This design comes from an exercise in tuning for small area, a short achievable clock period and few clock cycles per item on the open sky130 flow, not from production work. Function was checked by simulation only, so behaviour that the tests miss may differ from the original. No activity file was given, so power comes from the tool's default toggle rates.

## flow/design.v

```verilog
package skt_pkg;
  localparam int unsigned CAPACITY_DEF     = 64;
  localparam int unsigned PAYLOAD_BITS_DEF = 16;
  localparam int unsigned KEY_BITS         = 32;
  localparam int unsigned PAY_PORT_BITS    = 16;
  localparam int unsigned COUNT_PORT_BITS  = 7;
  localparam logic [1:0] OP_INSERT = 2'd0;
  localparam logic [1:0] OP_LOOKUP = 2'd1;
  localparam logic [1:0] OP_REMOVE = 2'd2;
  typedef enum logic [1:0] {
    ST_OK        = 2'd0,
    ST_NOT_FOUND = 2'd1,
    ST_FULL      = 2'd2
  } status_e;
  typedef struct packed {
    logic [1:0]                 op;
    logic signed [KEY_BITS-1:0] key;
    logic [PAY_PORT_BITS-1:0]   payload;
  } skt_cmd_t;
  typedef struct packed {
    logic [1:0]                 status;
    logic                       found;
    logic [PAY_PORT_BITS-1:0]   found_payload;
    logic [COUNT_PORT_BITS-1:0] entry_count;
  } skt_res_t;
endpackage
module skt_ctrl
(
  output logic busy
);
  assign busy = 1'b0;
endmodule
module skt_datapath
#(
  parameter int unsigned CAPACITY     = skt_pkg::CAPACITY_DEF,
  parameter int unsigned PAYLOAD_BITS = skt_pkg::PAYLOAD_BITS_DEF
) (
  input  logic              clk_i,
  input  logic              rst_ni,
  input  logic              cmd_vld_i,
  input  skt_pkg::skt_cmd_t cmd_i,
  output logic              result_valid_o,
  output skt_pkg::skt_res_t result_o
);
  localparam int unsigned N  = CAPACITY;
  localparam int unsigned KB = skt_pkg::KEY_BITS;
  localparam int unsigned PB = skt_pkg::PAY_PORT_BITS;
  localparam int unsigned CW = $clog2(CAPACITY + 1);
  localparam int unsigned RW = $clog2(CAPACITY);
  function automatic logic [1:0] cmp(logic [KB-1:0] a, logic [KB-1:0] bn);
    logic [KB-1:0] l, e, x, yn;
    x  = {!a[KB-1], a[KB-2:0]};
    yn = {!bn[KB-1], bn[KB-2:0]};
    l  = ~(x | yn);
    e  = ~(x & yn);
    for (int w = KB / 2; w >= 1; w = w / 2) begin
      for (int j = 0; j < w; j++) begin
        l[j] = l[2*j+1] | (e[2*j+1] & l[2*j]);
        e[j] = l[2*j+1] | (e[2*j+1] & e[2*j]);
      end
    end
    cmp = {l[0], e[0] && !l[0]};
  endfunction
  logic [KB-1:0] key_q [N];
  logic [PB-1:0] pay_q [N];
  logic [RW-1:0] rank_q [N];
  logic [N-1:0]  vld_q;
  logic [CW-1:0] count_q;
  logic          vld_a, ins_a, lkp_a, rem_a;
  logic [KB-1:0] keyn_a;
  logic [PB-1:0] pay_a;
  always_ff @(posedge clk_i or negedge rst_ni) begin
    if (!rst_ni) begin
      vld_a <= 1'b0;
      ins_a <= 1'b0;
      lkp_a <= 1'b0;
      rem_a <= 1'b0;
    end else begin
      vld_a <= cmd_vld_i;
      ins_a <= cmd_vld_i && (cmd_i.op == skt_pkg::OP_INSERT);
      lkp_a <= cmd_vld_i && (cmd_i.op == skt_pkg::OP_LOOKUP);
      rem_a <= cmd_vld_i && (cmd_i.op == skt_pkg::OP_REMOVE);
    end
  end
  always_ff @(posedge clk_i) begin
    keyn_a <= ~cmd_i.key;
    pay_a  <= cmd_i.payload;
  end
  logic          vld_b, ins_b, lkp_b, rem_b;
  logic [KB-1:0] keyn_b;
  logic [PB-1:0] pay_b;
  logic [N-1:0]  lt_b, eq_b;
  logic [N-1:0]  wr;                  
  logic [1:0]    cw;                  
  logic [N-1:0]  lt_a, eq_a;
  assign cw = cmp(~keyn_b, keyn_a);
  for (genvar s = 0; s < N; s++) begin : g_cmp
    logic [1:0] c;
    assign c       = cmp(key_q[s], keyn_a);
    assign lt_a[s] = wr[s] ? cw[1] : c[1];
    assign eq_a[s] = wr[s] ? cw[0] : c[0];
  end
  always_ff @(posedge clk_i or negedge rst_ni) begin
    if (!rst_ni) begin
      vld_b <= 1'b0;
      ins_b <= 1'b0;
      lkp_b <= 1'b0;
      rem_b <= 1'b0;
    end else begin
      vld_b <= vld_a;
      ins_b <= ins_a;
      lkp_b <= lkp_a;
      rem_b <= rem_a;
    end
  end
  always_ff @(posedge clk_i) begin
    keyn_b <= keyn_a;
    pay_b  <= pay_a;
    lt_b   <= lt_a;
    eq_b   <= eq_a;
  end
  logic [N-1:0] lt, eq, head, r0, free, alloc;
  assign lt = lt_b & vld_q;
  assign eq = eq_b & vld_q;
  for (genvar s = 0; s < N; s++) begin : g_head
    assign r0[s]   = (rank_q[s] == '0);
    assign head[s] = eq[s] && r0[s];
  end
  assign free = ~vld_q;
  always_comb begin
    logic [N-1:0] seen;
    seen = free;
    for (int d = 1; d < N; d = d * 2) begin
      seen = seen | (seen << d);
    end
    alloc = free & ~(seen << 1);
  end
  logic found, anylt, tie, full, ins_ok, rem_ok;
  assign found  = |eq;
  assign anylt  = |lt;
  assign tie    = found && !anylt;    
  assign full   = count_q[CW-1];
  assign ins_ok = ins_b && !full;
  assign rem_ok = rem_b && found;
  for (genvar s = 0; s < N; s++) begin : g_slot
    logic          inc, dec;
    logic [RW-1:0] ones, zeros, flip;
    assign wr[s] = ins_ok && alloc[s];
    assign inc   = ins_ok && eq[s] && !(tie && r0[s]);
    assign dec   = rem_b && eq[s] && !r0[s];
    always_comb begin
      ones[0]  = 1'b1;
      zeros[0] = 1'b1;
      for (int b = 1; b < RW; b++) begin
        ones[b]  = ones[b-1] && rank_q[s][b-1];
        zeros[b] = zeros[b-1] && !rank_q[s][b-1];
      end
      flip = ({RW{inc}} & ones) | ({RW{dec}} & zeros);
    end
    always_ff @(posedge clk_i) begin
      if (wr[s]) begin
        key_q[s] <= ~keyn_b;
        pay_q[s] <= pay_b;
      end
    end
    always_ff @(posedge clk_i) begin
      rank_q[s] <= wr[s] ? {{(RW-1){1'b0}}, tie} : rank_q[s] ^ flip;
    end
    always_ff @(posedge clk_i or negedge rst_ni) begin
      if (!rst_ni) begin
        vld_q[s] <= 1'b0;
      end else if (wr[s]) begin
        vld_q[s] <= 1'b1;
      end else if (rem_b && head[s]) begin
        vld_q[s] <= 1'b0;
      end
    end
  end
  always_ff @(posedge clk_i or negedge rst_ni) begin
    if (!rst_ni) begin
      count_q <= '0;
    end else if (ins_ok) begin
      count_q <= count_q + CW'(1);
    end else if (rem_ok) begin
      count_q <= count_q - CW'(1);
    end
  end
  logic [PB-1:0] fpay;
  always_comb begin
    fpay = '0;
    for (int s = 0; s < N; s++) begin
      fpay = fpay | (pay_q[s] & {PB{head[s]}});
    end
  end
  skt_pkg::skt_res_t res_d;
  always_comb begin
    res_d.status        = skt_pkg::ST_OK;
    res_d.found         = 1'b0;
    res_d.found_payload = '0;
    if (ins_b && full) begin
      res_d.status = skt_pkg::ST_FULL;
    end
    if (lkp_b || rem_b) begin
      res_d.status        = found ? skt_pkg::ST_OK : skt_pkg::ST_NOT_FOUND;
      res_d.found         = found;
      res_d.found_payload = fpay;
    end
    res_d.entry_count = ins_ok ? count_q + CW'(1) : rem_ok ? count_q - CW'(1) : count_q;
  end
  always_ff @(posedge clk_i or negedge rst_ni) begin
    if (!rst_ni) begin
      result_valid_o <= 1'b0;
    end else begin
      result_valid_o <= vld_b;
    end
  end
  always_ff @(posedge clk_i) begin
    result_o <= res_d;
  end
endmodule
module sorted_key_table_top
#(
  parameter int unsigned CAPACITY     = skt_pkg::CAPACITY_DEF,
  parameter int unsigned PAYLOAD_BITS = skt_pkg::PAYLOAD_BITS_DEF
) (
  input  logic     clk_i,
  input  logic     rst_ni,
  input  logic     start,
  output logic     busy,
  input  skt_pkg::skt_cmd_t cmd_i,
  output logic     result_valid_o,
  output skt_pkg::skt_res_t result_o
);
  skt_ctrl u_ctrl (
    .busy (busy)
  );
  skt_datapath #(
    .CAPACITY     (CAPACITY),
    .PAYLOAD_BITS (PAYLOAD_BITS)
  ) u_datapath (
    .clk_i          (clk_i),
    .rst_ni         (rst_ni),
    .cmd_vld_i      (start),
    .cmd_i          (cmd_i),
    .result_valid_o (result_valid_o),
    .result_o       (result_o)
  );
endmodule
```

## flow/flow/run.sh

```bash
#!/bin/bash
# Standard ORFS layout, with the timing repair asked for more setup margin
# and smaller clock-tree sink clusters.
set -euo pipefail
sed -e 's/SETUP_SLACK_MARGIN=[-0-9.]*/SETUP_SLACK_MARGIN=6.3 CTS_ARGS="-sink_clustering_enable -repair_clock_nets -sink_clustering_size 25 -sink_clustering_max_diameter 60"/' standard.sh > my_standard.sh
bash my_standard.sh > flow.log 2>&1
```

## flow/standard.sh

```bash
#!/bin/bash
# synth_recipe.tcl (not shown) runs the flow's synth.tcl, then flattens the netlist and writes it again
# the make line also repeats each setting of config.mk as NAME=value (left out here)
make -C /OpenROAD-flow-scripts/flow DESIGN_CONFIG=/design/flow/config.mk WORK_HOME=/design/flow/orfs CLKGATE_MAP_FILE= SYNTH_SCRIPT=/design/flow/synth_recipe.tcl "${@:-finish}"
```

## flow/config.mk

```make
export PLATFORM = sky130hd
export DESIGN_NAME = sorted_key_table_top
export DESIGN_NICKNAME = sorted_key_table_top
export VERILOG_FILES = /design/flow/design.v
export SDC_FILE = /design/flow/constraint.sdc
export NUM_CORES = 4
export LEC_CHECK = 0
export ABC_CLOCK_PERIOD_IN_PS = 2500
export CAP_MARGIN = 20
export CORE_MARGIN = 2
export CORE_UTILIZATION = 55
export PLACE_DENSITY = 0.68
export SETUP_SLACK_MARGIN = 5
export SLEW_MARGIN = 20
```

## flow/constraint.sdc

```tcl
create_clock -name core_clock -period 10.0 [get_ports {clk_i}]
set_input_delay 2.0000 -clock core_clock [delete_from_list [all_inputs] [get_ports {clk_i}]]
set_output_delay 2.0000 -clock core_clock [all_outputs]
set_load 0.01 [all_outputs]
```

==> notes.md, run 1 <==
Along the worst path, the maximum fanout reaches 45. The final antenna-violating net count is 0. Counting flops and latches in the post-synthesis netlist gives 3786. The routed wire length came out at 658 mm.

After clock tree synthesis, the clock-pin slew on the worst setup and hold paths is 0.08 ns. The critical path is of the reg -> reg type. Synthesis produced a netlist whose cell count is 15200. The relative area change from synthesis to final layout is 10.4%.

The most used flip-flop cell after synthesis is sky130_fd_sc_hd__edfxtp_1. The number of enable flip-flop cells after synthesis came out at 3072. The most common library cell in the layout ignoring fill and taps is sky130_fd_sc_hd__edfxtp_1. The average instance area after synthesis came out at 11.5 µm². The number of iterations in the first detailed-routing pass came out at 7.

The smallest clock period supported by the final layout is computed as 3.83 ns. The fraction of registers with async set or reset after synthesis came out at 2.11%. The setup TNS came out at 0 ns. The worst-case IR drop observed on VDD is 0.000154 V. The required time reported for the critical path endpoint is 10.80 ns. The wire length per cell is 33.7 µm. The library cells used most frequently in the layout, excluding fill and tap cells, are 3072 x sky130_fd_sc_hd__edfxtp_1, 1354 x sky130_fd_sc_hd__a21oi_1, 1202 x sky130_fd_sc_hd__o21ai_0, 1016 x sky130_fd_sc_hd__nor2_1, 939 x sky130_fd_sc_hd__nand2_1. The synthesized net count is 15200. The longest individual stage delay on the worst path is 0.72 ns.

For this run, the post-layout net count is 15100. Measured in cells, the most critical reg-to-reg path has a length of 10. The netlist uses 102 different library cells. The clock tree buffer depth came out at 4. The total overflow left after global routing is 0. The largest total area in the synthesized netlist belongs to sky130_fd_sc_hd__edfxtp_1. The number of rows created at floorplan came out at 206. The share of synthesized area occupied by flip-flops and latches is 61.4%. The run finished with no timing, DRC or antenna violations.

For the worst-skew pair, the clock arrives at the later sink with an insertion delay of 0.99 ns. In this run the worst hold path is classified as reg -> reg. The number of clock buffers added by TritonCTS is 291. The max-capacitance violation count came out at 0. For the worst setup path, the data arrival time is 4.63 ns. The number of vias per cell after detailed routing is 7.14. Cells fill 61.0% of the core in the end. The number of endpoints with negative hold slack in the final report is 0. The kind of cell with the highest combined delay along the critical path is compound AO/OA/AOI/OAI gates. The number of levels in the clock H-tree came out at 5. The quantity of I/O buffers inserted on ports is 79. The count of unresolved DRC violations after routing is 0.

The setup slack of the critical path after layout came out at 6.17 ns. Traced cell by cell, the critical path runs through buf_6, a31o_2, a21oi_1, o31ai_1, o22a_1, o31a_1, a2111oi_0, nor4_2, buf_4, a21oi_1. Between clock sinks in the finished design, the worst skew comes to 0.0871 ns. The slowest stage of the critical path is the sky130_fd_sc_hd__dfxtp_4 cell. The total standard cell area after synthesis is 174000 µm².

Measured against its own limit, the worst slew margin works out to 8.04%. The floorplan step defined a die boundary enclosing 321000 µm². In this run the biggest area consumer among cell types represents 53.0% of the synthesized area.

The count of clock tree sinks came out at 3786. The category of the worst setup path launch point is a flop. The floorplan step set the die height to 567 µm. The upper clock frequency limit came out at 261 MHz. Setup repair after global routing could not meet its margin everywhere. The total half-perimeter wirelength after legalization and detailed placement is 401 mm.

The worst hold path depth is 0. TritonCTS built the clock tree. The transition time at the pin with the least slew margin came out at 1.36 ns. The number of warnings printed during yosys synthesis came out at 4. The area inside the core boundary is 315000 µm².

The max-slew violation count is 0. The effective utilization at floorplan came out at 55.3%. In this run the horizontal extent of the chip is 567 µm. The final-report setup violation count came out at 0. The critical path contains buffers and inverters numbering 2 combined.

The count of cell instances traversed by the critical path is 10. The power density relative to cell area is 169 nW/µm². STA classifies the critical path endpoint as a flop. The fraction of final layout cells sized beyond drive strength 1 is 8.93%.

The placer's final routability congestion estimate came out at 1.05. The aggregate global-route resource usage came out at 39.3%. The share of the clock period used by the worst path is 38.3%. The first-pass GRT wire length came out at 893 mm. The overall via count from detail_route came out at 139000. The number of global-route vias before repair is 121000. The I/O pin count came out at 81. The number of antenna violations at the first check in global routing is 51. The worst setup slack before clock tree synthesis is 5.38 ns.

By area the synthesized netlist is led by sky130_fd_sc_hd__edfxtp_1 53%, sky130_fd_sc_hd__dfxtp_1 7.3%, sky130_fd_sc_hd__maj3_1 4.1%, sky130_fd_sc_hd__a21oi_1 3.9%, sky130_fd_sc_hd__o21ai_0 3.5%. The maximum number of pins on one net before global-route repair came out at 163. After the first detailed-routing iteration, the DRC count stood at 24500. The static leakage power came out at 62.0 nW. The clock root buffer is sky130_fd_sc_hd__clkbuf_16. The cell that appears most often on the critical path is sky130_fd_sc_hd__a21oi_1.
==> final timing paths <==
path | startpoint | endpoint | slack, ns
max | u_datapath.keyn_a[12]$_DFF_P_ | u_datapath.lt_b[9]$_DFF_P_ | 6.17
min | u_datapath.pay_a[9]$_DFF_P_ | u_datapath.pay_b[9]$_DFF_P_ | 0.33
max reg2reg | u_datapath.keyn_a[12]$_DFF_P_ | u_datapath.lt_b[9]$_DFF_P_ | 6.17
min reg2reg | u_datapath.pay_a[9]$_DFF_P_ | u_datapath.pay_b[9]$_DFF_P_ | 0.33
max in group asynchronous | rst_ni | u_datapath.vld_q[31]$_DFFE_PN0P_ | 7.65
min in group asynchronous | rst_ni | u_datapath.vld_q[7]$_DFFE_PN0P_ | 1.10
==> cells by family after synthesis <==
kind of cell    synth area share (%)
xor+xnor                        1.53
fa+ha+maj                       4.14
buf+inv                         2.57
simple gates                    9.71
flops                           61.4
compound gates                  19.9
other cells                  0.00215
mux                            0.723
==> layout make-up <==
| cell class | instances | area, µm² |
|---|---|---|
| multi-input combinational | 10200 | 63700 |
| tap | 4160 | 5200 |
| clock buffer | 333 | 7740 |
| clock inverter | 197 | 2520 |
| antenna | 44 | 110 |
| inverter | 254 | 1060 |
| fill | 24800 | 123000 |
| sequential | 3786 | 107000 |
| timing repair buffer | 480 | 4700 |
==> flip-flops by register name, summed over array words and instances, names as in the netlist, 7 cells and up <==
register,cells
u_datapath.count_q,7
u_datapath.eq_b,64
u_datapath.key_q,2048
u_datapath.keyn_a,32
u_datapath.keyn_b,32
u_datapath.lt_b,64
u_datapath.pay_a,16
u_datapath.pay_b,16
u_datapath.pay_q,1024
u_datapath.rank_q,384
u_datapath.result_o,26
u_datapath.vld_q,64
==> synthesized netlist by cell type, types with 37 or more instances <==
master                      instances
sky130_fd_sc_hd__edfxtp_1        3072
sky130_fd_sc_hd__a21oi_1         1369
sky130_fd_sc_hd__o21ai_0         1216
sky130_fd_sc_hd__nor2_1          1099
sky130_fd_sc_hd__nand2_1          942
sky130_fd_sc_hd__maj3_1           717
sky130_fd_sc_hd__a31oi_1          659
sky130_fd_sc_hd__dfxtp_1          634
sky130_fd_sc_hd__clkbuf_1         520
sky130_fd_sc_hd__nor3_1           427
sky130_fd_sc_hd__nand3_1          398
sky130_fd_sc_hd__o31ai_1          369
sky130_fd_sc_hd__a22oi_1          325
sky130_fd_sc_hd__inv_1            243
sky130_fd_sc_hd__o22ai_1          215
sky130_fd_sc_hd__a221oi_1         190
sky130_fd_sc_hd__buf_1            186
sky130_fd_sc_hd__xnor2_1          182
sky130_fd_sc_hd__nand4_1          166
sky130_fd_sc_hd__a22o_1           163
sky130_fd_sc_hd__buf_2            158
sky130_fd_sc_hd__xor2_1           122
sky130_fd_sc_hd__a21o_1           117
sky130_fd_sc_hd__nor4_1           112
sky130_fd_sc_hd__mux2i_1          110
sky130_fd_sc_hd__o21a_1           110
sky130_fd_sc_hd__a211oi_1         103
sky130_fd_sc_hd__o211ai_1          99
sky130_fd_sc_hd__or2_2             87
sky130_fd_sc_hd__and2_1            82
sky130_fd_sc_hd__o221ai_1          81
sky130_fd_sc_hd__dfrtp_1           80
sky130_fd_sc_hd__nand2b_1          76
sky130_fd_sc_hd__o31a_1            51
sky130_fd_sc_hd__and3_1            45
sky130_fd_sc_hd__or3_1             45
sky130_fd_sc_hd__a2111oi_0         37
sky130_fd_sc_hd__a31o_2            37
==> per-layer routing <==
| layer | part of all wire (%) | wire [µm] | GRT usage, % |
|---|---|---|---|
| met1 | 36 | 238000 | 52.5 |
| met2 | 40 | 265000 | 54.5 |
| met3 | 17 | 109000 | 14.9 |
| met4 | 7.0 | 46100 | 22.8 |
| met5 | 0.042 | 277 | 0.312 |
==> through the flow <==
step	power, mW	instances	instance area, µm²	hold WS [ns]
after CTS	32.3	19400	191000	0.325
after floorplan	18.9	15200	174000	0.310
after global placement	19.8	18900	180000	0.310
after detailed placement	19.8	18900	180000	0.312
after global routing	33.1	19500	192000	0.329
final	32.4	19500	192000	0.328
==> where the power goes <==
part | leakage, nW | internal, mW | switching, mW
combinational | 23.2 | 0.628 | 1.57
sequential | 33.9 | 17.1 | 0.322
clock | 4.95 | 6.38 | 6.38
total | 62.0 | 24.1 | 8.28
==> repair_timing <==
| action | CTS | global route |
|---|---|---|
| pin swaps | 12 | 2 |
| hold endpoints to repair | 0 | 0 |
| buffers inserted | 25 | 16 |
| setup endpoints to repair | 1451 | 743 |
| hold buffers | 0 | 0 |
| gates cloned | 5 | 3 |
| gates resized for setup | 168 | 128 |
Testbench counts, summed over its fixed seeds: cycles 9,624, ops 9,600.
==> run 2: changes to the inputs <==
==> flow/flow/run.sh (replaced) <==
#!/bin/bash
# Standard ORFS layout, with the timing repair asked for more setup margin,
# and clock-tree sink clusters of at most 20 sinks within 80 um and no dummy
# loads.
set -euo pipefail
sed -e 's/SETUP_SLACK_MARGIN=[-0-9.]*/SETUP_SLACK_MARGIN=6.3 CTS_ARGS="-sink_clustering_enable -repair_clock_nets -sink_clustering_size 20 -sink_clustering_max_diameter 80 -dont_use_dummy_load"/' standard.sh > my_standard.sh
bash my_standard.sh > flow.log 2>&1
--- a/flow/config.mk
+++ b/flow/config.mk
@@ -8,7 +8,7 @@
 export ABC_CLOCK_PERIOD_IN_PS = 2500
 export CAP_MARGIN = 20
 export CORE_MARGIN = 2
-export CORE_UTILIZATION = 55
-export PLACE_DENSITY = 0.68
+export CORE_UTILIZATION = 65
+export PLACE_DENSITY = 0.75
 export SETUP_SLACK_MARGIN = 5
 export SLEW_MARGIN = 20
==> run 2 against run 1 <==
- the layout now fails its checks (max-capacitance violations, max-slew violations)
- register-to-register slack worse by 0.04 ns
- cell area is 2.1% lower
- routed wire length is 6.0% higher
- cell count decreased by 4.5%
- global-route usage increased by 9.9 points
- flip-flop and latch count is the same
- critical path type unchanged
- largest power group unchanged
- highest routed layer unchanged
==> notes.md, run 2 <==
The run finished, with violations left. The checks that failed were max-capacitance violations, max-slew violations. The max-slew violation count was 2.

The effective utilization at floorplan came out at 65.2%. Counting flops and latches in the post-synthesis netlist gives 3786. The share of the synthesized netlist area taken by xor and xnor gates came out at 1.53%. The share of the synthesized area in the top cell type is 53.0%.

The HPWL after detailed placement is 430 mm. The minimum clock period after layout came out at 3.87 ns. Summing every instance area after synthesis gives 174000 µm². The worst setup path is captured at a flop. The number of enable flip-flop cells after synthesis came out at 3072. The highest-delay cell along the critical path is sky130_fd_sc_hd__o31ai_1. The number of endpoints with negative hold slack in the final report came to 0. The maximum clock skew at final layout came out at 0.134 ns. The final antenna-violating net count came out at 0.

The overall via count from detail_route came out at 146000. The worst path arrival time came out at 4.70 ns. Based on the critical path, the design can be clocked at up to 259 MHz. In the synthesized netlist the dominant register cell turns out to be sky130_fd_sc_hd__edfxtp_1. The clock tree buffer depth came out at 4.

Sorting the synthesized cells by area gives the leading types as sky130_fd_sc_hd__edfxtp_1 53%, sky130_fd_sc_hd__dfxtp_1 7.3%, sky130_fd_sc_hd__maj3_1 4.1%, sky130_fd_sc_hd__a21oi_1 3.9%, sky130_fd_sc_hd__o21ai_0 3.5%. The post-detailed-placement cell area is 180000 µm². The total placed cells including tap cells came out at 18300. The number of global-route vias before repair came to 131000. Traced cell by cell, the critical path runs through buf_6, inv_12, buf_12, buf_12, o21ai_0, o21ai_0, a31oi_1, o31ai_1, o2111ai_2, mux2i_1. The number of flip-flops in the largest register came out at 2048. The global-route track usage on met3 is 21.4%. The die height is 522 µm. The DRC marker count from the first detailed-route iteration came out at 30100.

The critical path is of the reg -> reg type. The clock-pin slew on the worst setup and hold paths came out at 0.08 ns. The relative slew slack is -4.74%. The max-capacitance violation count came out at 1. Yosys instantiated no cell more often than sky130_fd_sc_hd__edfxtp_1. The number of distinct standard cells referenced by the synthesized netlist came out at 102. The routing usage on met2 is 68.0%. The aggregate global-route resource usage is 49.2%. The clock latency of the later-clocked register in the worst-skew pair is 1.02 ns. TritonCTS built the clock tree.

The I/O pin count came out at 81. In the synthesized netlist, the cells that appear most often are 3072 x sky130_fd_sc_hd__edfxtp_1, 1369 x sky130_fd_sc_hd__a21oi_1, 1216 x sky130_fd_sc_hd__o21ai_0. The required time reported for the critical path endpoint came out at 10.84 ns. After routing, the total negative slack on setup checks comes to 0 ns. The combined buffer and inverter count along the critical path came out at 4. The most common library cell in the layout ignoring fill and taps is sky130_fd_sc_hd__edfxtp_1. At the pin with the least slew margin, the transition time is 1.56 ns. In the layout the commonest cells are 3072 x sky130_fd_sc_hd__edfxtp_1, 1350 x sky130_fd_sc_hd__a21oi_1, 1189 x sky130_fd_sc_hd__o21ai_0, 1012 x sky130_fd_sc_hd__nor2_1, 940 x sky130_fd_sc_hd__nand2_1. The floorplan die area came out at 272000 µm². Setup violations remaining at the end of the flow were counted as 0. The number of vias per cell after detailed routing is 7.83.

The number of antenna violations at the first check in global routing is 61. The synthesized-area fraction occupied by adder cells is 4.14%. The layer flagged by global routing as most heavily used is met2.

The share of the Yosys chip area taken by registers is 61.4%. For this run, asynchronously set or reset flops after synthesis account for 2.11%. Along the worst path, the maximum fanout reaches 36. The first-pass GRT wire length is 941 mm. The fraction of final layout cells sized beyond drive strength 1 came out at 7.97%. The number of rows created at floorplan came out at 190.

The number of buffers added by the clock tree synthesis step is 217. In the routed design, unresolved DRC markers number 0. In the final routed layout, each cell accounts on average for 37.4 µm. The synthesized netlist devotes 19.9% of its cell area to compound gates. In the final design database the tool counted 15100 nets. By area, the combinational part of the netlist is dominated by compound AO/OA/AOI/OAI gates.

The path type of the worst min-delay path is reg -> reg. The largest registers in the layout are u_datapath.key_q x2048, u_datapath.pay_q x1024, u_datapath.rank_q x384. The number of warnings printed during yosys synthesis came out at 4. The die is 522 µm wide.

The maximum number of pins on one net before global-route repair is 146. The post-synthesis mux area share is 0.723%. The quantity of I/O buffers inserted on ports is 79. The tree is rooted in a sky130_fd_sc_hd__clkbuf_16.

For this run the aggregate overflow at the end of global routing stands at 0. The share of the clock period used by the worst path is 38.7%. The longest individual stage delay on the worst path is 1.28 ns.

VDD sags by at most 0.000181 V. The top cell type by total area after synthesis is sky130_fd_sc_hd__edfxtp_1. The post-layout instance count excluding filler cells is 18600.

The final design instance area without fill is 188000 µm². The simple-gate share of the synthesized area came out at 9.71%. The number of levels in the clock H-tree came out at 4.

The core region is 267000 µm². The post-synthesis instance total is 15200. The met1 layer usage reported by global route is 62.6%. The number of nets in the synthesized netlist is 15200.

The worst setup path is launched from a flop. u_datapath.key_q holds more flip-flops than any other register. The critical path's top delay family is compound AO/OA/AOI/OAI gates. In this run the static leakage power is 60.3 nW. Relative to the synthesized area, the layout overhead comes to 8.10%.

At the end of routability-driven placement, the weighted congestion stood at 1.06. The power density relative to cell area is 153 nW/µm². Averaged over all synthesized cells, the footprint is 11.5 µm².

Summed over all layers, the routed wires come to 697 mm. Setup repair after global routing could not meet its margin everywhere. The first TritonRoute pass finished after 10 iterations. The count of clock tree sinks came out at 3786.
-- run 2: cells by family after synthesis --
group,count (synthesis)
muxes,124
AOI/OAI and AO/OA,5469
and+or+nand+nor,3627
other,1
buffers and inverters,1127
DFF,3786
xor gates and xnor gates,304
adders and majority gates,719
-- run 2: per-stage QoR --
stage	hold slack, ns	utilization [%]	setup slack, ns	total power [mW]
after CTS	0.324	70.0	6.14	28.4
after global routing	0.324	70.4	6.21	29.1
after detailed placement	0.312	67.2	4.74	19.9
after floorplan	0.310	-	6.03	18.9
after global placement	0.310	67.1	3.90	19.8
final	0.327	70.4	6.13	28.7
-- run 2: area by class of cell --
| type | instances | area [µm²] |
|---|---|---|
| repair inverters | 2 | 13.8 |
| repair buffers | 523 | 5810 |
| multi-input cells | 10300 | 64200 |
| well taps | 3552 | 4440 |
| flip-flops and latches | 3786 | 107000 |
| diodes | 42 | 105 |
| fillers | 18300 | 79000 |
| clock buffers | 217 | 5430 |
| inverters | 254 | 1110 |
-- run 2: path summary, 6_finish.rpt --
path	from	endpoint	slack (ns)	cells past startpoint
worst max-delay path	u_datapath.keyn_a[9]$_DFF_P_	u_datapath.eq_b[53]$_DFF_P_	6.13	10
worst min-delay path	u_datapath.pay_a[3]$_DFF_P_	u_datapath.pay_b[3]$_DFF_P_	0.33	0
worst max register to register	u_datapath.keyn_a[9]$_DFF_P_	u_datapath.eq_b[53]$_DFF_P_	6.13	10
worst min register to register	u_datapath.pay_a[3]$_DFF_P_	u_datapath.pay_b[3]$_DFF_P_	0.33	0
max in group asynchronous	rst_ni	u_datapath.vld_q[14]$_DFFE_PN0P_	7.56	2
min in group asynchronous	rst_ni	u_datapath.count_q[5]$_DFF_PN0_	1.00	1
-- run 2: where the power goes --
group	internal [mW]	leakage, nW	switching, mW	total [mW]
clock	3.84	2.67	5.05	8.89
combinational	0.668	23.8	1.73	2.40
sequential	17.1	33.9	0.294	17.4
-- run 2: repair_timing --
| action | in CTS | in global routing |
|---|---|---|
| setup endpoints to repair | 1916 | 550 |
| pin swaps | 19 | 13 |
| gates resized for setup | 344 | 132 |
| cloned | 12 | 8 |
| hold buffers | 0 | 0 |
| buffers inserted | 47 | 21 |
-- run 2: layer usage --
metal / part of all wire [%] / wire [µm]
met1: 32 / 226000
met2: 40 / 279000
met3: 19 / 132000
met4: 8.6 / 60000
met5: 0.066 / 461
==> run 3: changes to the inputs <==
--- a/flow/design.v
+++ b/flow/design.v
@@ -146,7 +146,7 @@
     logic          inc, dec;
     logic [RW-1:0] ones, zeros, flip;
     assign wr[s] = ins_ok && alloc[s];
-    assign inc   = ins_ok && eq[s] && !(tie && r0[s]);
+    assign inc   = ins_ok && eq[s] && (anylt || !r0[s]);
     assign dec   = rem_b && eq[s] && !r0[s];
     always_comb begin
       ones[0]  = 1'b1;
--- a/flow/config.mk
+++ b/flow/config.mk
@@ -6,9 +6,9 @@
 export NUM_CORES = 4
 export LEC_CHECK = 0
 export ABC_CLOCK_PERIOD_IN_PS = 2500
-export CAP_MARGIN = 20
+export CAP_MARGIN = 30
 export CORE_MARGIN = 2
 export CORE_UTILIZATION = 65
 export PLACE_DENSITY = 0.75
 export SETUP_SLACK_MARGIN = 5
-export SLEW_MARGIN = 20
+export SLEW_MARGIN = 30
==> run 3 against run 2 <==
- the run now finishes clean
- worst hold slack worse by 0.00091 ns
- cell count down 0.72%
- critical path depth decreased by 1
- synthesized cell count shrank 1.0%
- non-clock buffer count fell by 31
- total power shrank 0.22%
- routed wire length fell by 1.9%
- clock power is essentially flat
- synthesized area barely moved
- maximum frequency grew 1.6%
- highest routed layer unchanged
==> notes.md, run 3 <==
The worst setup slack before clock tree synthesis came out at 5.32 ns. The critical path goes through buf_12, o31a_1, a211oi_1, o2bb2a_1, a21oi_2, o211ai_1, a221o_2, a2111oi_2, a21o_1. The multi-input gate area in the final layout is 63900 µm². Setup repair after global routing could not meet its margin everywhere. The die height came out at 522 µm.

The maximum net fanout on the critical path is 64. The number of flip-flops in the largest register came out at 2048. The flow ran to the end and the layout has no timing, DRC or antenna violations. In the post-synthesis netlist, the biggest area contributors are sky130_fd_sc_hd__edfxtp_1 53%, sky130_fd_sc_hd__dfxtp_1 7.3%, sky130_fd_sc_hd__maj3_1 4.6%, sky130_fd_sc_hd__a21oi_1 4.1%, sky130_fd_sc_hd__o21ai_0 3.4%. The number of nets in the finished design came out at 14900. The register area is 107000 µm². The share of the clock period used by the worst path is 38.1%.

The power density relative to cell area came out at 153 nW/µm². The number of rows created at floorplan is 190. The fraction of final layout cells sized beyond drive strength 1 came out at 7.20%. On the worst path, the slowest cell contributes a delay of 0.63 ns. The count of buffers added on input and output ports is 79. Entering global routing, the biggest net connects 175 pins.

The number of endpoints with negative hold slack in the final report is 0. The die covers 272000 µm². The share of the synthesized area in the top cell type is 53.0%. The number of global-route vias before repair is 129000. The length of routed met3 wiring came out at 129 mm. Per report_power, the combinational group accounts for 8.2% of the total. The number of buffers added by the clock tree synthesis step is 217. The highest-delay cell along the critical path is sky130_fd_sc_hd__a221o_2. The number of buffers and inverters on the critical path is 1. The met2 wire length is 276 mm.

Internal power comes to 21.6 mW. The routed wire length is 684 mm. The cell family contributing the most delay on the critical path is compound AO/OA/AOI/OAI gates. In the layout the commonest cells are 3072 x sky130_fd_sc_hd__edfxtp_1, 1402 x sky130_fd_sc_hd__a21oi_1, 1142 x sky130_fd_sc_hd__o21ai_0, 1045 x sky130_fd_sc_hd__nor2_1, 911 x sky130_fd_sc_hd__nand2_1.

Measured against its own limit, the worst slew margin works out to 14.6%. The count of unresolved DRC violations after routing is 0. The placer's final routability congestion estimate is 1.08. The net switching power figure is 7.04 mW. The post-synthesis instance total came out at 15000. The transition time at the pin with the least slew margin is 1.28 ns.

The setup slack of the critical path after layout is 6.19 ns. The register bit total from synthesis came out at 3786. The number of antenna violations at the first check in global routing is 56. The detailed router put a total of 228 mm of wire on met1. The synthesized net count came out at 15100. Leaving out fill and tap cells, the most frequent cell in the layout is sky130_fd_sc_hd__edfxtp_1. The max-slew violation count was 0. The number of vias per cell after detailed routing came out at 7.70. The fraction of power consumed by sequential logic came out at 60.8%. For this run, the leading register cell type out of synthesis is sky130_fd_sc_hd__edfxtp_1.

Counting flops with an async set or reset pin after synthesis yields a share of 2.11%. The number of distinct standard cells referenced by the synthesized netlist came out at 99. For this design the top-level I/O count stands at 81. The total half-perimeter wirelength after legalization and detailed placement is 425 mm. Signal routing reaches up to met5.

For this configuration, the core starts out at a cell density of 65.2%. The final antenna-violating net count is 0. The clock-pin slew on the worst setup and hold paths came out at 0.08 ns. The setup TNS is 0 ns.

The share of synthesized area occupied by flip-flops and latches came out at 61.4%. In this run, the clock network consumes 31.0% of the power. A synthesized cell averages 11.6 µm². The total power consumption of the routed design is 28.7 mW. The total standard cell area after synthesis is 174000 µm². The worst setup path is captured at a flop.

The number of levels in the clock H-tree came out at 4. The clock latency of the later-clocked register in the worst-skew pair is 1.02 ns. The tree is rooted in a sky130_fd_sc_hd__clkbuf_16. The aggregate global-route resource usage is 48.1%. In the final routed layout, each cell accounts on average for 37.0 µm. The register with the most flip-flops in the final layout is u_datapath.key_q.

The static leakage power came out at 60.2 nW. The TritonCTS clock tree is done. The hold buffer count at CTS came out at 0. STA classifies the critical path startpoint as a flop. The path type of the worst min-delay path is reg -> reg.

The DRC marker count from the first detailed-route iteration came out at 28200. Data arrives at the worst endpoint at 4.68 ns. The upper clock frequency limit came out at 263 MHz.

The x dimension of the die came out at 522 µm. The count of clock tree sinks came out at 3786. The total grt overflow is 0.

By instance count, the leading cell after synthesis is sky130_fd_sc_hd__edfxtp_1. The worst supply voltage drop on vdd came out at 0.000189 V. The relative area change from synthesis to final layout came out at 7.44%. At the worst endpoint, the required time is 10.87 ns. In the final layout, the registers with the most flip-flops are u_datapath.key_q x2048, u_datapath.pay_q x1024, u_datapath.rank_q x384. The clock tree buffer depth is 4.

The worst setup path is of the reg -> reg kind. sky130_fd_sc_hd__edfxtp_1 takes more of the synthesized area than any other cell. The minimum clock period after layout came out at 3.81 ns.

The number of enable flip-flop cells after synthesis came out at 3072. By count the netlist is led by 3072 x sky130_fd_sc_hd__edfxtp_1, 1415 x sky130_fd_sc_hd__a21oi_1, 1173 x sky130_fd_sc_hd__o21ai_0. Max-cap violations in this run came to 0. The first global-routing pass estimated 920 mm of wire. The number of warnings printed during yosys synthesis is 4.

The switching fraction of total power is 24.6%. The number of iterations in the first detailed-routing pass came out at 9. The area inside the core boundary is 267000 µm². Setup violations remaining at the end of the flow were counted as 0. The final core area utilization came out at 70.0%. The number of filler cells placed in the layout is 18500. Clock skew on the completed layout was measured at 0.141 ns. The overall via count from detail_route came out at 142000.
==> run 3: area by class of cell <==
cell class	instances	share of cell area, %
inverters	224	0.485
diodes	55	0.0735
well taps	3552	2.37
flip-flops and latches	3786	57.2
repair buffers	492	2.78
multi-input cells	10200	34.2
clock buffers	217	2.90
==> run 3: power groups by stage <==
stage                     clock network, mW  registers, mW  logic (mW)
final                                  8.89           17.4        2.34
after global routing                   9.30           17.4        2.38
after CTS                              8.80           17.4        2.13
after detailed placement                  0           17.8        2.09
after global placement                    0           17.8        2.03
after floorplan                           0           17.6        1.26
==> run 3: metal layers <==
metal	up-vias	track usage, %
li1	58000	-
met1	68800	61.8
met2	13100	66.2
met3	2504	22.2
met4	36	29.6
met5	-	0.0878
==> run 3: cells by family after synthesis <==
family,Yosys count,synth area share (%)
adders and majority gates,803,4.62
other,1,0.00215
muxes,231,1.33
AOI/OAI and AO/OA,5170,18.7
and+or+nand+nor,3623,9.65
buffers and inverters,1053,2.60
DFF,3786,61.4
xor gates and xnor gates,335,1.68
==> run 3: worst paths after layout <==
kind                                         startpoint                                to  slack (ns)  depth (start not counted)
setup / recovery           u_datapath.keyn_a[5]$_DFF_P_       u_datapath.eq_b[44]$_DFF_P_        6.19                          9
hold / removal              u_datapath.pay_a[8]$_DFF_P_       u_datapath.pay_b[8]$_DFF_P_        0.33                          0
setup reg to reg           u_datapath.keyn_a[5]$_DFF_P_       u_datapath.eq_b[44]$_DFF_P_        6.19                          9
hold reg to reg             u_datapath.pay_a[8]$_DFF_P_       u_datapath.pay_b[8]$_DFF_P_        0.33                          0
max in group asynchronous                        rst_ni  u_datapath.vld_q[34]$_DFFE_PN0P_        7.77                          2
min in group asynchronous                        rst_ni        u_datapath.rem_a$_DFF_PN0_        1.06                          1
==> run 3: through the flow <==
step	hold slack [ns]	cells	cell area (µm²)
after floorplan	0.310	15000	174000
after global placement	0.310	18200	179000
after detailed placement	0.312	18200	180000
after CTS	0.327	18400	186000
after global routing	0.334	18500	187000
final	0.326	18500	187000
==> run 3: repair_timing <==
item	4_1_cts	5_1_grt
setup buffers	16	25
pin swaps	11	11
gates resized for setup	224	122
gates cloned	2	5
hold endpoints to repair	0	0
endpoints found under the setup margin	1437	621
Testbench counts of run 3, summed over its fixed seeds: cycles 9,624, ops 9,600.
==> run 4: changes to the inputs <==
--- a/flow/config.mk
+++ b/flow/config.mk
@@ -6,9 +6,9 @@
 export NUM_CORES = 4
 export LEC_CHECK = 0
 export ABC_CLOCK_PERIOD_IN_PS = 2500
-export CAP_MARGIN = 30
+export CAP_MARGIN = 25
 export CORE_MARGIN = 2
-export CORE_UTILIZATION = 65
-export PLACE_DENSITY = 0.75
+export CORE_UTILIZATION = 60
+export PLACE_DENSITY = 0.7
 export SETUP_SLACK_MARGIN = 5
-export SLEW_MARGIN = 30
+export SLEW_MARGIN = 25
==> run 4 against run 3 <==
- combinational power about the same
- clock-buffer cell count rose by 3
- largest power group unchanged
- critical path type unchanged
- non-clock buffer count is 19 higher
- sequential power about the same
- first-iteration DRC count down 6.6%
- global-route usage is 2.9 points lower
==> notes.md, run 4 <==
The run finished with no timing, DRC or antenna violations. The number of global-route vias before repair came out at 127000. The number of nets in the finished design came out at 15000. By count the netlist is led by 3072 x sky130_fd_sc_hd__edfxtp_1, 1415 x sky130_fd_sc_hd__a21oi_1, 1173 x sky130_fd_sc_hd__o21ai_0. TritonCTS built the clock tree. The max-capacitance violation count came out at 0. The effective utilization at floorplan came out at 60.4%. After detailed routing, the average wire length per cell comes to 37.0 µm. The register bit total from synthesis is 3786. The fraction of final layout cells sized beyond drive strength 1 came out at 7.39%. The max-slew violation count is 0. The power density relative to cell area came out at 153 nW/µm². The number of antenna violations at the first check in global routing is 71. In this run, CTS created clock tree buffers numbering 220. The number of endpoints with negative hold slack in the final report was 0. The die covers 295000 µm². The minimum clock period after layout came out at 3.85 ns. The register area is 107000 µm².

The clock tree buffer depth came out at 4. The top cell type by total area after synthesis is sky130_fd_sc_hd__edfxtp_1. The maximum net fanout on the critical path is 55.

The origin of the critical flop-to-flop path is u_datapath.keyn_a[1]$_DFF_P_. The multi-input combinational cells in the finished layout cover a total of 64000 µm². The total standard cell area after synthesis is 174000 µm². The library cell used most frequently in the layout, excluding fill and tap cells, is sky130_fd_sc_hd__edfxtp_1. The upper clock frequency limit is 260 MHz. For this run, the leading register cell type out of synthesis is sky130_fd_sc_hd__edfxtp_1. The area inside the core boundary is 288000 µm².

Of the total power, registers draw 60.7%. The number of levels in the clock H-tree is 4. The clock network is responsible for 31.1% of the overall power.

Counting cells, the worst reg-to-reg path comes to 9. The worst path arrival time came out at 4.71 ns. The number of flip-flops in the largest register is 2048. The congestion estimate from routability-driven global placement came to 1.01. The share of the clock period used by the worst path is 38.5%. The post-synthesis instance total came out at 15000. The setup slack on the worst flop-to-flop path is 6.15 ns. The count of unresolved DRC violations after routing came out at 0. At the worst endpoint, the required time is 10.86 ns. In this run the worst setup path terminates at u_datapath.eq_b[9]$_DFF_P_.

The DRC marker count from the first detailed-route iteration is 26400. Overall power consumption after layout is estimated at 28.7 mW. The maximum clock skew at final layout came out at 0.178 ns. Of all flip-flops after synthesis, the portion carrying an async set or reset was 2.11%.

The path type of the worst min-delay path is reg -> reg. The I/O pin count came out at 81. Among all cell types in the netlist, the one instantiated most often is sky130_fd_sc_hd__edfxtp_1. The routed wire length came out at 692 mm.

The final-report setup violation count came out at 0. The clock latency of the later-clocked register in the worst-skew pair is 1.03 ns. The clock root buffer is sky130_fd_sc_hd__clkbuf_16. The analysis attributes to net switching a power of 7.06 mW. The setup TNS came out at 0 ns. Counting distinct cell types in the post-synthesis netlist gives 99.

The hold buffer count at CTS is 0. The floorplan step set the die width to 543 µm. The aggregate global-route resource usage is 45.2%.

The detail route stage leaves a number of antenna-violating nets equal to 0. The worst supply voltage drop on vdd came out at 0.000183 V. The first detailed-routing pass took 7 iterations.

In this run the biggest area consumer among cell types represents 53.0% of the synthesized area. For this run, the number of Yosys warnings is 4. The count of clock tree sinks is 3786. The relative area change from synthesis to final layout is 7.75%.

In this run, the combinational gates consume 8.2% of the power. The top cell types in the final layout, fill and taps aside, are 3072 x sky130_fd_sc_hd__edfxtp_1, 1410 x sky130_fd_sc_hd__a21oi_1, 1128 x sky130_fd_sc_hd__o21ai_0, 1041 x sky130_fd_sc_hd__nor2_1, 912 x sky130_fd_sc_hd__nand2_1. For the pin with the worst max-slew slack, the measured transition is 1.26 ns.

The internal power came out at 21.7 mW. The average instance in the mapped netlist occupies 11.6 µm². The largest registers in the layout are u_datapath.key_q x2048, u_datapath.pay_q x1024, u_datapath.rank_q x384.

The share of synthesized area occupied by flip-flops and latches is 61.4%. The relative slew slack came out at 14.8%. The number of filler cells placed in the layout came out at 21300. The synthesized net count is 15100. Summed over all nets, the half-perimeter wirelength after detailed placement is 436 mm.

The first global-routing pass estimated 931 mm of wire. Entering global routing, the biggest net connects 135 pins. The origin of the worst setup path is u_datapath.keyn_a[1]$_DFF_P_.

The quantity of I/O buffers inserted on ports is 79. Ranked by total cell area, the synthesized netlist is headed by sky130_fd_sc_hd__edfxtp_1 53%, sky130_fd_sc_hd__dfxtp_1 7.3%, sky130_fd_sc_hd__maj3_1 4.6%, sky130_fd_sc_hd__a21oi_1 4.1%, sky130_fd_sc_hd__o21ai_0 3.4%. Setup repair after global routing could not meet its margin everywhere. The critical path is of the reg -> reg type.

The die height came out at 543 µm. The overall via count from detail_route came out at 141000. Using the TritonRoute via totals, the vias-per-cell ratio works out to 7.52. In this run switching power makes up 24.6% of total power.

The total grt overflow came out at 0. The clock-pin slew on the worst setup and hold paths is 0.08 ns. The initialized floorplan defines 197 standard-cell rows.

The endpoint of the most critical register-to-register path is u_datapath.eq_b[9]$_DFF_P_. STA classifies the critical path startpoint as a flop. Counting flops with a built-in enable in the synthesized netlist gives 3072. The nature of the critical path endpoint is a flop. Counting flops per register, the top entry is u_datapath.key_q. The static leakage power came out at 60.4 nW.
-- run 4: cell counts after synthesis --
No cell type changed its count.
-- run 4: worst min-delay path by stage --
stage | cells after the start | start | slack [ns] | to
after global routing | 0 | u_datapath.pay_a[1]$_DFF_P_ | 0.33 | u_datapath.pay_b[1]$_DFF_P_
final | 0 | u_datapath.pay_a[7]$_DFF_P_ | 0.33 | u_datapath.pay_b[7]$_DFF_P_
after global placement | 0 | u_datapath.pay_a[14]$_DFF_P_ | 0.31 | u_datapath.pay_b[14]$_DFF_P_
after detailed placement | 0 | u_datapath.pay_a[1]$_DFF_P_ | 0.31 | u_datapath.pay_b[1]$_DFF_P_
after floorplan | 0 | u_datapath.pay_a[0]$_DFF_P_ | 0.31 | u_datapath.pay_b[0]$_DFF_P_
after CTS | 0 | u_datapath.pay_a[1]$_DFF_P_ | 0.33 | u_datapath.pay_b[1]$_DFF_P_
-- run 4: power by group through the flow --
stage	clock, mW	sequential (mW)	combinational, mW
global placement	0	17.8	2.02
detailed placement	0	17.8	2.08
CTS	8.89	17.4	2.17
floorplan	0	17.6	1.26
finish	8.94	17.4	2.35
global route	9.41	17.4	2.41
-- run 4: timing repair --
action	in CTS	in global routing
gates cloned	9	7
setup endpoints to repair	1464	710
pin swaps	20	11
endpoints found under the hold margin	0	0
resized for setup	227	117
setup buffers	40	19
-- run 4: cell families after synthesis --
group | share of synthesized area [%]
other | 0.00215
AND/OR/NAND/NOR | 9.65
AO/OA/AOI/OAI | 18.7
XOR/XNOR | 1.68
multiplexers | 1.33
flip-flops | 61.4
adder cells (fa/ha/maj) | 4.62
buffers and inverters | 2.60
-- run 4: worst max-delay path, cell delays in order (launching register included) --
cell and delay (ns):
sky130_fd_sc_hd__dfxtp_4 0.72, sky130_fd_sc_hd__clkinv_4 0.41, sky130_fd_sc_hd__buf_12 0.32, sky130_fd_sc_hd__o21ai_0 0.21, sky130_fd_sc_hd__maj3_1 0.21, sky130_fd_sc_hd__maj3_1 0.17
sky130_fd_sc_hd__o22ai_1 0.19, sky130_fd_sc_hd__a211oi_1 1.10, sky130_fd_sc_hd__nor3b_1 0.13, sky130_fd_sc_hd__a22o_1 0.22
-- run 4: layout make-up --
class / count / area share (%)
diodes: 37 / 0.0493
clock buffers: 220 / 2.93
inverters: 224 / 0.506
multi-input cells: 10200 / 34.1
flip-flops and latches: 3786 / 57.1
well taps: 3781 / 2.52
repair buffers: 511 / 2.83
-- run 4: stage by stage --
stage                     setup WS, ns  cells  cell area, µm²  hold WS [ns]  util, %
after floorplan                   6.18  15000          174000         0.310        -
final                             6.15  18700          188000         0.327     65.1
after global routing              6.15  18700          188000         0.333     65.1
after CTS                         6.30  18700          187000         0.328     64.7
after global placement            4.95  18400          180000         0.310     62.3
after detailed placement          4.90  18400          180000         0.312     62.4
-- run 4: layer usage --
layer  wire length (µm)  track usage, %  part of all wire (%)
met4              48700            26.8                   7.0
met1             242000            60.2                    35
met2             276000            61.8                    40
met5                198               0                 0.029
met3             125000            18.6                    18
==> run 5: changes to the inputs <==
--- a/flow/config.mk
+++ b/flow/config.mk
@@ -8,7 +8,7 @@
 export ABC_CLOCK_PERIOD_IN_PS = 2500
 export CAP_MARGIN = 25
 export CORE_MARGIN = 2
-export CORE_UTILIZATION = 60
-export PLACE_DENSITY = 0.7
+export CORE_UTILIZATION = 55
+export PLACE_DENSITY = 0.68
 export SETUP_SLACK_MARGIN = 5
 export SLEW_MARGIN = 25
==> run 5 against run 4 <==
- worst hold slack improved by 0.00054 ns
- largest cell class unchanged
- register-to-register slack better by 0.03 ns
- critical endpoint is now u_datapath.lt_b[44]$_DFF_P_
- non-clock buffer count down 23
- cell count increased by 1.8%
- maximum frequency grew 0.86%
- via count decreased by 3.0%
- cell area about the same
- clock skew is 0.030 ns lower
- sequential share of layout area about the same
- setup slack better by 0.033 ns
- clock-buffer cell count increased by 1
==> notes.md, run 5 <==
The run finished with no timing, DRC or antenna violations. The wire length per cell is 34.2 µm. The quantity of I/O buffers inserted on ports is 79. The clock-pin slew on the worst setup and hold paths came out at 0.09 ns.

The worst hold slack is 0.327 ns. The worst setup path is of the reg -> reg kind. The total grt overflow came out at 0.

The first-pass GRT wire length is 883 mm. The number of global-route vias before repair is 118000. The number of levels in the clock H-tree came out at 4. The setup TNS came out at 0 ns.

The completed layout was analyzed and its total power is 28.7 mW. The nature of the critical path endpoint is a flop. After detailed routing, the number of remaining DRC violations is 0. The startpoint identified for the worst register-to-register timing path is u_datapath.keyn_a[5]$_DFF_P_. The endpoint of the most critical register-to-register path is u_datapath.lt_b[44]$_DFF_P_. The min-delay analysis places its worst path in the category reg -> reg. The largest individual stage delay along the critical path comes from the cell sky130_fd_sc_hd__o211ai_1. TritonCTS built the clock tree. The share of the clock period used by the worst path came out at 38.2%. sky130_fd_sc_hd__edfxtp_1 is the most common cell in the netlist.

The share of the synthesized area in the top cell type is 53.0%. The DRC marker count from the first detailed-route iteration came out at 24700. The largest registers in the layout are u_datapath.key_q x2048, u_datapath.pay_q x1024, u_datapath.rank_q x384. By area the synthesized netlist is led by sky130_fd_sc_hd__edfxtp_1 53%, sky130_fd_sc_hd__dfxtp_1 7.3%, sky130_fd_sc_hd__maj3_1 4.6%, sky130_fd_sc_hd__a21oi_1 4.1%, sky130_fd_sc_hd__o21ai_0 3.4%.

The netlist uses 99 different library cells. The number of endpoints with negative hold slack in the final report is 0. The maximum clock skew at final layout is 0.148 ns. The placer's final routability congestion estimate is 1.08.

The most common library cell in the layout ignoring fill and taps is sky130_fd_sc_hd__edfxtp_1. The worst setup path is launched from a flop. The number of rows created at floorplan is 206. The number of placed instances, taps included, is 18800.

Setup slack on the worst reg-to-reg path comes out at 6.18 ns. The fraction of final layout cells sized beyond drive strength 1 is 7.10%. After synthesis, the most frequently instantiated cells are 3072 x sky130_fd_sc_hd__edfxtp_1, 1415 x sky130_fd_sc_hd__a21oi_1, 1173 x sky130_fd_sc_hd__o21ai_0. For this run, asynchronously set or reset flops after synthesis account for 2.11%. The relative area change from synthesis to final layout came out at 7.70%. The clock drives 3786 sinks. The static leakage power came out at 60.2 nW. Of all cell types, the one taking the most synthesized area is sky130_fd_sc_hd__edfxtp_1. The total half-perimeter wirelength after legalization and detailed placement came out at 398 mm.

The clock root buffer is sky130_fd_sc_hd__clkbuf_16. The setup slack of the critical path after layout is 6.18 ns. Setup violations remaining at the end of the flow were counted as 0. Summing every instance area after synthesis gives 174000 µm². The worst hold path terminates at u_datapath.pay_b[8]$_DFF_P_. Counting flops per register, the top entry is u_datapath.key_q. The library cells used most frequently in the layout, excluding fill and tap cells, are 3072 x sky130_fd_sc_hd__edfxtp_1, 1403 x sky130_fd_sc_hd__a21oi_1, 1129 x sky130_fd_sc_hd__o21ai_0, 1044 x sky130_fd_sc_hd__nor2_1, 915 x sky130_fd_sc_hd__nand2_1. The synthesized net count came out at 15100.

The hold buffer count at CTS came out at 0. The share of synthesized area occupied by flip-flops and latches came out at 61.4%. The max-capacitance violation count is 0. Walking the worst path, the cells encountered are clkinv_2, buf_4, buf_6, nor2_1, nor3_1, a21oi_1, o211ai_1, a221o_1, nor2_2, a21oi_2.

The number of buffers added by the clock tree synthesis step is 221. The upper clock frequency limit is 262 MHz. The final core area utilization is 59.6%. The minimum clock period after layout came out at 3.82 ns. At the worst endpoint, the required time is 10.80 ns. The floorplan step defined a die boundary enclosing 321000 µm². The routed wire length is 652 mm. The max-slew violation count came out at 0. The worst setup slack before clock tree synthesis is 5.33 ns. The I/O pin count came out at 81. The worst hold path depth is 0. The aggregate global-route resource usage came out at 38.9%. For this run, the leading register cell type out of synthesis is sky130_fd_sc_hd__edfxtp_1. The register with the most flip-flops in the layout has 2048 of them.

Dividing the detail-routed via count by the number of cells gives 7.16. Measured along the x axis, the die boundary spans 567 µm. Counting flops and latches in the post-synthesis netlist gives 3786. The maximum net fanout on the critical path is 34.

The worst hold path begins at u_datapath.pay_a[8]$_DFF_P_. In this run the mean area of a mapped cell was 11.6 µm². The number of cells on the worst reg-to-reg path came out at 10. The post-synthesis instance total is 15000.

The post-detailed-placement cell area came out at 180000 µm². The worst path arrival time is 4.62 ns. At the later pin of the worst-skew pair, clock insertion delay measures 1.03 ns. The longest individual stage delay on the worst path is 0.91 ns. In this run the standard cell core region covers 315000 µm². The power density relative to cell area is 153 nW/µm². The transition time at the pin with the least slew margin came out at 1.33 ns.

Setup repair after global routing could not meet its margin everywhere. The number of warnings printed during yosys synthesis is 4. The worst supply voltage drop on vdd came out at 0.000175 V. The final antenna-violating net count is 0. Counting flops with a built-in enable in the synthesized netlist gives 3072. The overall via count from detail_route came out at 137000. Entering global routing, the biggest net connects 132 pins.

The number of antenna violations at the first check in global routing came to 51. The number of iterations in the first detailed-routing pass is 9. The clock tree buffer depth is 4. The relative slew slack is 10.2%. The die height is 567 µm. Once the floorplan was initialized, standard cells occupied 55.3% of the core. Excluding fillers, the count of instances in the completed layout stands at 19100. The finished cells cover 188000 µm².

After the last flow step, the layout net total stands at 14900.
-- run 5: cell count changes in the layout (fill, tap and decap cells not counted), sizes merged --
cell | before | now
buf | 422 | 404
and3b | 4 | 5
diode | 37 | 25
clkbuf | 228 | 225
bufbuf | 3 | 2
inv | 195 | 186
nand2b | 100 | 101
clkinv | 26 | 36
and3 | 86 | 83
bufinv | 1 | 0
nor2 | 1133 | 1130
-- run 5: repair_timing --
action	4_1_cts	5_1_grt
gates resized for setup	191	119
cloned	5	1
pin swaps	7	12
setup buffers	18	30
hold endpoints to repair	0	0
endpoints found under the setup margin	1076	401
-- run 5: worst max path at each step --
stage / slack [ns] / cells after the start / startpoint / end
2_1_floorplan: 6.18 / 7 / u_datapath.count_q[6]$_DFF_PN0_ / u_datapath.eq_b[11]$_DFF_P_
3_3_place_gp: 5.32 / 9 / u_datapath.keyn_a[21]$_DFF_P_ / u_datapath.eq_b[51]$_DFF_P_
3_5_place_dp: 5.33 / 9 / u_datapath.keyn_a[21]$_DFF_P_ / u_datapath.eq_b[51]$_DFF_P_
4_1_cts: 6.22 / 10 / u_datapath.keyn_a[20]$_DFF_P_ / u_datapath.eq_b[51]$_DFF_P_
5_1_grt: 6.11 / 9 / u_datapath.keyn_a[21]$_DFF_P_ / u_datapath.lt_b[42]$_DFF_P_
6_report: 6.18 / 10 / u_datapath.keyn_a[5]$_DFF_P_ / u_datapath.lt_b[44]$_DFF_P_
-- run 5: area by class of cell --
type                    instances  area (µm²)
inverters                     224         932
fillers                     25000      127000
repair buffers                488        4970
clock buffers                 221        5530
flip-flops and latches       3786      107000
multi-input cells           10200       63800
diodes                         25        62.6
well taps                    4160        5200
-- run 5: power by group --
group,internal [mW],switching (mW),leakage (nW)
clock network,3.90,5.09,2.72
registers,17.1,0.280,33.9
logic,0.639,1.62,23.6
total,21.7,6.99,60.2
-- run 5: cells by family after synthesis --
group	Yosys count	share of synthesized area, %
compound gates	5170	18.7
flops	3786	61.4
simple gates	3623	9.65
buf+inv	1053	2.60
fa+ha+maj	803	4.62
xor+xnor	335	1.68
mux	231	1.33
other cells	1	0.00215
-- run 5: per-layer routing --
metal  track usage [%]  share of wire, %
met5            0.0892             0.024
met4              20.8               6.5
met2              53.3                40
met3              15.3                17
met1              52.8                37
-- run 5: worst max-delay path: cells and delay by family, from the launching register on --
kind,cells,cell delay [ns]
AND/OR/NAND/NOR,3,0.46
flip-flops,1,0.45
buffers and inverters,3,0.97
AO/OA/AOI/OAI,4,1.80
==> run 6: changes to the inputs <==
--- a/flow/design.v
+++ b/flow/design.v
@@ -146,7 +146,7 @@
     logic          inc, dec;
     logic [RW-1:0] ones, zeros, flip;
     assign wr[s] = ins_ok && alloc[s];
-    assign inc   = ins_ok && eq[s] && (anylt || !r0[s]);
+    assign inc   = ins_ok && eq[s] && !(tie && r0[s]);
     assign dec   = rem_b && eq[s] && !r0[s];
     always_comb begin
       ones[0]  = 1'b1;
==> flow/flow/run.sh (replaced) <==
#!/bin/bash
# Standard ORFS layout, with: the timing repair asked for more setup margin
# and allowed to resize across cell footprints; clock-tree sink clusters of
# at most 20 sinks within 80 um and no dummy loads.
set -euo pipefail
sed -e 's/SETUP_SLACK_MARGIN=[-0-9.]*/SETUP_SLACK_MARGIN=6.3 MATCH_CELL_FOOTPRINT=0 CTS_ARGS="-sink_clustering_enable -repair_clock_nets -sink_clustering_size 20 -sink_clustering_max_diameter 80 -dont_use_dummy_load"/' standard.sh > my_standard.sh
bash my_standard.sh > flow.log 2>&1
--- a/flow/config.mk
+++ b/flow/config.mk
@@ -6,9 +6,9 @@
 export NUM_CORES = 4
 export LEC_CHECK = 0
 export ABC_CLOCK_PERIOD_IN_PS = 2500
-export CAP_MARGIN = 25
+export CAP_MARGIN = 20
 export CORE_MARGIN = 2
-export CORE_UTILIZATION = 55
-export PLACE_DENSITY = 0.68
+export CORE_UTILIZATION = 65
+export PLACE_DENSITY = 0.75
 export SETUP_SLACK_MARGIN = 5
-export SLEW_MARGIN = 25
+export SLEW_MARGIN = 20
==> run 6 against run 5 <==
- total power increased by 0.36%
- highest routed layer unchanged
- cell area rose by 0.42%
- critical path depth fell by 3
- cell count is 2.1% lower
- routed wire length grew 6.3%
- flip-flop and latch count unchanged
==> notes.md, run 6 <==
For the pin with the worst max-slew slack, the measured transition is 1.38 ns. After synthesis the netlist holds a flip-flop and latch count of 3786. The Yosys step of the flow raised 4 warnings.

The minimum clock period after layout is 3.90 ns. The run finished with no timing, DRC or antenna violations. IR analysis of the VDD net gives a maximum drop of 0.000182 V. The number of antenna violations at the first check in global routing came out at 62. The effective utilization at floorplan is 65.2%.

The maximum net fanout on the critical path came out at 31. sky130_fd_sc_hd__edfxtp_1 takes more of the synthesized area than any other cell. The required time reported for the critical path endpoint came out at 10.66 ns.

The critical path is of the reg -> reg type. For this run, the top clock speed supported by timing is 257 MHz. For this run, the total global-route usage over all layers was measured as 48.7%. Among all flip-flop cells after synthesis, the most frequent one is sky130_fd_sc_hd__edfxtp_1. The routed wire length is 692 mm. The die height is 522 µm. Counting the buffers created by CTS gives 218. Across the routed clock network, the largest skew measured is 0.159 ns. The floorplan die area came out at 272000 µm². The number of enable flip-flop cells after synthesis came out at 3072.

TritonCTS built the clock tree. The post-route netlist has 8.09% of its cells at a drive strength greater than 1. The overall via count from detail_route came out at 145000. The count of unresolved DRC violations after routing came out at 0. The clock root buffer is sky130_fd_sc_hd__clkbuf_16. The endpoint of the most critical register-to-register path is u_datapath.lt_b[15]$_DFF_P_. The critical path goes through clkinv_2, a221oi_1, a2bb2oi_1, a21oi_2, o2111a_1, o21a_4, a21oi_2. Counting instances in the post-synthesis netlist gives the leading cell types as 3072 x sky130_fd_sc_hd__edfxtp_1, 1369 x sky130_fd_sc_hd__a21oi_1, 1216 x sky130_fd_sc_hd__o21ai_0.

The setup slack on the worst flop-to-flop path is 6.10 ns. The longest individual stage delay on the worst path came out at 0.82 ns. The register containing the most flip-flops in the final layout is u_datapath.key_q. The category of the worst setup path launch point is a flop.

By instance count, the leading cell after synthesis is sky130_fd_sc_hd__edfxtp_1. The number of flip-flops in the largest register came out at 2048. The clock latency of the later-clocked register in the worst-skew pair is 1.02 ns. In the final layout, the registers with the most flip-flops are u_datapath.key_q x2048, u_datapath.pay_q x1024, u_datapath.rank_q x384. The synthesized net count is 15200. The maximum number of pins on one net before global-route repair came out at 190. The final antenna-violating net count is 0. In this run the critical register-to-register path is launched from u_datapath.keyn_b[6]$_DFF_P_.

The I/O pin count is 81. The wire length per cell is 37.1 µm. The highest-delay cell along the critical path is sky130_fd_sc_hd__a21oi_2. In this run, distinct cell masters in the synthesized netlist total 102. Summed over all nets, the half-perimeter wirelength after detailed placement is 426 mm. The relative slew slack came out at 7.61%.

In the layout the commonest cells are 3072 x sky130_fd_sc_hd__edfxtp_1, 1347 x sky130_fd_sc_hd__a21oi_1, 1200 x sky130_fd_sc_hd__o21ai_0, 1016 x sky130_fd_sc_hd__nor2_1, 934 x sky130_fd_sc_hd__nand2_1. Routability-driven placement finished with a final weighted congestion of 1.05. The count of clock tree sinks is 3786. The number of iterations in the first detailed-routing pass came out at 11.

The total grt overflow came out at 0. The setup TNS came out at 0 ns. The worst path arrival time came out at 4.56 ns.

The path with the worst hold slack has its endpoint at u_datapath.pay_b[0]$_DFF_P_. The most common library cell in the layout ignoring fill and taps is sky130_fd_sc_hd__edfxtp_1. In the post-synthesis netlist, the biggest area contributors are sky130_fd_sc_hd__edfxtp_1 53%, sky130_fd_sc_hd__dfxtp_1 7.3%, sky130_fd_sc_hd__maj3_1 4.1%, sky130_fd_sc_hd__a21oi_1 3.9%, sky130_fd_sc_hd__o21ai_0 3.5%. The number of levels in the clock H-tree is 4. The max-slew violation count came out at 0. The total standard cell area after synthesis is 174000 µm².

The number of global-route vias before repair is 131000. The average instance in the mapped netlist occupies 11.5 µm². The area inside the core boundary is 267000 µm².

The worst setup slack before clock tree synthesis came out at 4.75 ns. The worst hold path passes through 0 cells. Setup repair after global routing could not meet its margin everywhere. Row generation in the floorplan step produced 190 rows.

The multi-input combinational cells in the finished layout cover a total of 64100 µm². Power spread over the standard cell area amounts to 153 nW/µm². The x dimension of the die is 522 µm.

STA classifies the critical path endpoint as a flop. The final-report setup violation count is 0. The number of cells on the worst reg-to-reg path is 7. After detailed routing, the number of vias per cell comes to 7.76. The share of synthesized area occupied by flip-flops and latches is 61.4%. The first-pass GRT wire length came out at 932 mm. The number of filler cells placed in the layout came out at 18300. The clock-pin slew on the worst setup and hold paths came out at 0.08 ns.

The static leakage power came out at 60.7 nW. The setup slack of the critical path after layout came out at 6.10 ns. The relative area change from synthesis to final layout came out at 8.22%.

The quantity of I/O buffers inserted on ports is 79. For this run, asynchronously set or reset flops after synthesis account for 2.11%. In this run, the number of DRC markers left after iteration 0 of detailed routing was 29200. The clock passes through at most 4 buffers. The number of endpoints with negative hold slack in the final report came out at 0. The register area came out at 107000 µm². The worst hold path begins at u_datapath.pay_a[0]$_DFF_P_. The critical path's most frequent cell is sky130_fd_sc_hd__a21oi_2. The share of the synthesized area in the top cell type came out at 53.0%. The worst hold path belongs to the class reg -> reg. The share of the clock period used by the worst path is 39.0%. The max-capacitance violation count is 0. The post-synthesis instance total came out at 15200. The number of nets in the finished design came out at 15100.
## run 6: changes by cell type in the layout (fill, tap and decap cells not counted), moves of 37 or more
cell	delta
sky130_fd_sc_hd__mux2i_1	-120
sky130_fd_sc_hd__o31ai_1	+58
sky130_fd_sc_hd__o21ai_0	+71
sky130_fd_sc_hd__xor2_1	-124
sky130_fd_sc_hd__a31oi_1	+124
sky130_fd_sc_hd__nor3_1	-69
sky130_fd_sc_hd__xnor2_1	+93
sky130_fd_sc_hd__maj3_1	-79
sky130_fd_sc_hd__a22oi_1	+93
sky130_fd_sc_hd__nand3_1	+37
sky130_fd_sc_hd__a21oi_1	-56
sky130_fd_sc_hd__nand4_1	+40
sky130_fd_sc_hd__and3_1	-39
## run 6: layout make-up
class	count	area share (%)
antenna	52	0.0691
clock buffer	218	2.90
inverter	254	0.570
multi-input combinational	10300	34.0
sequential	3786	56.9
tap	3552	2.36
timing repair buffer	554	3.24
## run 6: through the flow
stage,total power [mW],utilization [%],instances,hold WS (ns),area [µm²]
5_1_grt,29.2,70.5,18600,0.331,188000
4_1_cts,28.4,70.0,18600,0.326,187000
3_5_place_dp,19.9,67.3,18300,0.314,180000
6_report,28.8,70.5,18700,0.326,188000
3_3_place_gp,19.8,67.2,18300,0.311,180000
2_1_floorplan,18.9,-,15200,0.310,174000
## run 6: cells by family (layout without fill, tap and decap cells)
family,after synthesis,count (layout),synth area share [%]
flops,3786,3786,61.4
fa+ha+maj,719,719,4.14
buf+inv,1127,1026,2.57
xor+xnor,304,304,1.53
mux,124,124,0.723
simple gates,3627,3632,9.71
other cells,1,53,0.00215
compound gates,5469,5470,19.9
## run 6: metal layers
| metal | wire length (µm) | vias to the layer above | share of wire (%) | track usage [%] |
|---|---|---|---|---|
| li1 | - | 58900 | - | - |
| met1 | 227000 | 69700 | 33 | 62.1 |
| met2 | 275000 | 13300 | 40 | 66.8 |
| met3 | 129000 | 2903 | 19 | 21.2 |
| met4 | 60700 | 36 | 8.8 | 33.6 |
| met5 | 241 | - | 0.035 | 0 |
## run 6: timing repair
action | in CTS | in global routing
cloned | 6 | 10
pin swaps | 15 | 15
setup endpoints to repair | 1650 | 635
resized for setup | 320 | 153
setup buffers | 53 | 32
hold buffers | 0 | 0
## run 6: worst max-delay path by stage
stage,from,end,slack [ns],depth (start not counted)
after floorplan,u_datapath.vld_q[24]$_DFFE_PN0P_,u_datapath.rank_q[37][0]$_DFF_P_,6.04,9
after global placement,u_datapath.keyn_a[2]$_DFF_P_,u_datapath.lt_b[40]$_DFF_P_,4.06,8
after detailed placement,u_datapath.vld_q[0]$_DFFE_PN0P_,u_datapath.lt_b[26]$_DFF_P_,4.75,10
after CTS,u_datapath.count_q[6]$_DFF_PN0_,u_datapath.lt_b[26]$_DFF_P_,6.24,11
after global routing,u_datapath.vld_q[7]$_DFFE_PN0P_,u_datapath.eq_b[34]$_DFF_P_,6.21,10
final,u_datapath.keyn_b[6]$_DFF_P_,u_datapath.lt_b[15]$_DFF_P_,6.10,7
## run 6: worst max-delay path, delay by kind of cell, from the launching register on
family / cells / cell delay [ns]
flops: 1 / 0.37
compound gates: 6 / 2.59
buf+inv: 1 / 0.67
## run 6: power by group
group          internal [mW]  switching, mW
clock                   3.86           5.05
sequential              17.1          0.305
combinational          0.675           1.74
total                   21.7           7.10
Testbench counts of run 6, summed over its fixed seeds: cycles 9,624, ops 9,600.

Setup slack of run 6, layout unchanged: 6.103 ns with ideal ports, 6.103 ns with driving cells assumed (clock clkbuf_16, inputs buf_2), 6.103 ns with port delays also shifted by the 1.039 ns mid clock arrival.
